This is an optimization exercise on Yosys and OpenROAD, whose aim is small area and a short achievable clock period, not a production implementation. Where RTL was checked, it was by simulation tests only, not by an equivalence proof against the original.

==> try-ember <==
Design twiddle_mult, start of the top module:
module twiddle_mult
#(
    parameter int DATA_W    = 32,
    parameter int START_CNT = 64
) (
    input  logic              clk,
    input  logic              rst_n,
    input  logic [7:0]        cnt,
    input  logic [DATA_W-1:0] data_in,
    output logic [DATA_W-1:0] data_out
);
export LEC_CHECK = 0
export CAP_MARGIN = 20
export CORE_MARGIN = 2
export CORE_UTILIZATION = 35
export PLACE_DENSITY = 0.4
export SETUP_SLACK_MARGIN = 3.4
export SLEW_MARGIN = 20
export SYNTH_HIERARCHICAL = 1
export SYNTH_MINIMUM_KEEP_SIZE = 0
export TNS_END_PERCENT = 100
create_clock -name core_clock -period 8.0 [get_ports {clk}]
standard.sh (not shown) runs the stock make flow with config.mk's settings and CLKGATE_MAP_FILE= SYNTH_SCRIPT=/design/flow/synth_recipe.tcl, a recipe that flattens the netlist after the stock synthesis.
==> flow/flow/run.sh <==
#!/bin/bash
# Standard layout, except that the port buffers are buf_4 cells instead of the
# default choice (a slow delay buffer). Every port still gets its own buffer.
set -euo pipefail
export BUFFER_PORTS_ARGS="-buffer_cell sky130_fd_sc_hd__buf_4"
bash standard.sh finish > standard_finish.log 2>&1
==> try-umber: changes against try-ember <==
Settings changed: SETUP_SLACK_MARGIN 3.4 to 3.0.
==> try-zinc: changes against try-ember <==
Settings changed: CELL_PAD_IN_SITES_DETAIL_PLACEMENT from default to 1, CELL_PAD_IN_SITES_GLOBAL_PLACEMENT from default to 1, CORE_UTILIZATION 35 to 40, PLACE_DENSITY 0.4 to default.
==> notes.md <==
	try-ember	try-umber	try-zinc
Leading cell type in the layout, fill and taps excluded	a222oi_1	fa_1	a222oi_1
Average wire length per cell after detail routing	31.7 um	32.1 um	33.5 um
Max_slew headroom	32.1%	27.6%	24.5%
Tapcell Cnt	615	615	539
Number of global-route vias before repair	17000	16900	18000
Arrival @ worst endpoint	4.97 ns	5.27 ns	5.05 ns
Unrepaired setup endpoints after global routing	true	false	true
Via count	16400	16000	17500
Run status	no timing/DRC/antenna violations	no timing/DRC/antenna violations	no timing/DRC/antenna violations
Highest routed layer	met4	met5	met4
Capturing point of the worst reg2reg path	i_cmplx_mult_scale.im_yq[12]	i_cmplx_mult_scale.im_yq[13]	i_cmplx_mult_scale.im_yq[10]
Cell area after placement	18500 um^2	18400 um^2	18400 um^2
Fraction of final layout cells sized beyond drive strength 1	18.4%	10.1%	20.7%
Number of search-and-repair iterations in the first detailed-routing pass	14	14	22
Cells after DPL	2288	2285	2212
Worst reg-to-reg setup slack	4.02 ns	3.95 ns	3.82 ns
Wire length of the first global-routing pass	114000 um	112000 um	119000 um
Met2 routed wirelength	33800 um	33400 um	35000 um
Filler instances	4702	4790	4620
Later-pin clock latency in the skew report	0.48 ns	0.48 ns	0.49 ns
Floorplan die area	50600 um^2	50600 um^2	44400 um^2
Setup slack of the critical path after layout	3.37 ns	3.08 ns	3.31 ns
Clock skew after layout	0.0243 ns	0.0125 ns	0.0111 ns
RePlAce Congestion	0.841	0.842	0.926

========
==> v38 <==
Another version of the RTL of twiddle_mult (not shown whole).
// twiddle_mult
module twiddle_mult
#(
    parameter int DATA_W    = 32,
    parameter int START_CNT = 64
) (
    input  logic              clk,
    input  logic              rst_n,
    input  logic [7:0]        cnt,
    input  logic [DATA_W-1:0] data_in,
    output logic [DATA_W-1:0] data_out
);
clock: 8.0 ns
lec_check: 0
cap_margin: 20
core_margin: 2
core_utilization: 40
setup_slack_margin: 3
slew_margin: 20
tns_end_percent: 100
run.sh (not shown) runs the stock make flow with config.mk's settings and CLKGATE_MAP_FILE= SYNTH_SCRIPT=/design/flow/synth_recipe.tcl, a recipe that flattens the netlist after the stock synthesis.
Stock flow here: none of the scripts above is used.
==> inputs of v24, as changes to v38 <==
--- a/flow/config.mk
+++ b/flow/config.mk
@@ -9,5 +9,5 @@
 export CORE_MARGIN = 2
 export CORE_UTILIZATION = 40
-export SETUP_SLACK_MARGIN = 3
+export SETUP_SLACK_MARGIN = 2
 export SLEW_MARGIN = 20
 export TNS_END_PERCENT = 100
==> flow_summary.json <==
{
  "dp.cells": 3135,
  "grt_pass1_vias": 19490,
  "met3_usage": 0.07034,
  "layout-drive-gt1-share": 0.2806,
  "setup_slack_ns": 1.818,
  "status": "no timing/DRC/antenna violations",
  "final_util": 0.5359,
  "multi_input_area_share": 0.7173
}
(the above is from v24)
==> flow_summary.json <==
{
  "status": "no timing/DRC/antenna violations",
  "met3_usage": 0.06835,
  "grt_pass1_vias": 21410,
  "multi_input_area_share": 0.7100,
  "dp.cells": 3141,
  "post_cts_resized": 594,
  "setup_slack_ns": 1.768,
  "dp_hpwl_um": 61240,
  "final_util": 0.5453
}
(the above is from v38)
No functional check of the RTL was part of any run of this note.

[re-timing with driven ports]
The results above use ideal ports. As a check the final layouts listed here were re-extracted and re-timed, cells and wires unchanged.
Step 1 assumes that a clkbuf_16 drives the clock port and a buf_2 every other input.
Step 2, shift: input delay + t, output delay - t, t = (earliest + latest rising clock arrival at the registers) / 2. This alone moves slack from input paths to output paths.
Slacks: ideal / step 1 / step 2; pairs: ideal / step 1.
run	shift t [ns]	setup slack, ns	worst setup path at the end	latest minus earliest clock arrival (ns)	worst register clock-pin slew, ns
try-ember	0.530	3.369 / 3.323 / 2.792	input to register	0.025 / 0.025	0.08 / 0.08
try-umber	0.534	3.080 / 3.115 / 2.581	input to register	0.013 / 0.013	0.07 / 0.07
try-zinc	0.542	3.311 / 3.274 / 2.732	input to register	0.012 / 0.011	0.06 / 0.06
v38	0.383	1.768 / 1.768 / 1.434	input to register	0.015 / 0.015	0.08 / 0.08
v24	0.352	1.818 / 1.818 / 1.488	input to register	0.005 / 0.005	0.06 / 0.06
After both steps setup and hold are still met in every run listed. The setup slack of try-zinc, which loses most, moves by -0.037 ns with the drivers and by -0.579 ns with both steps.
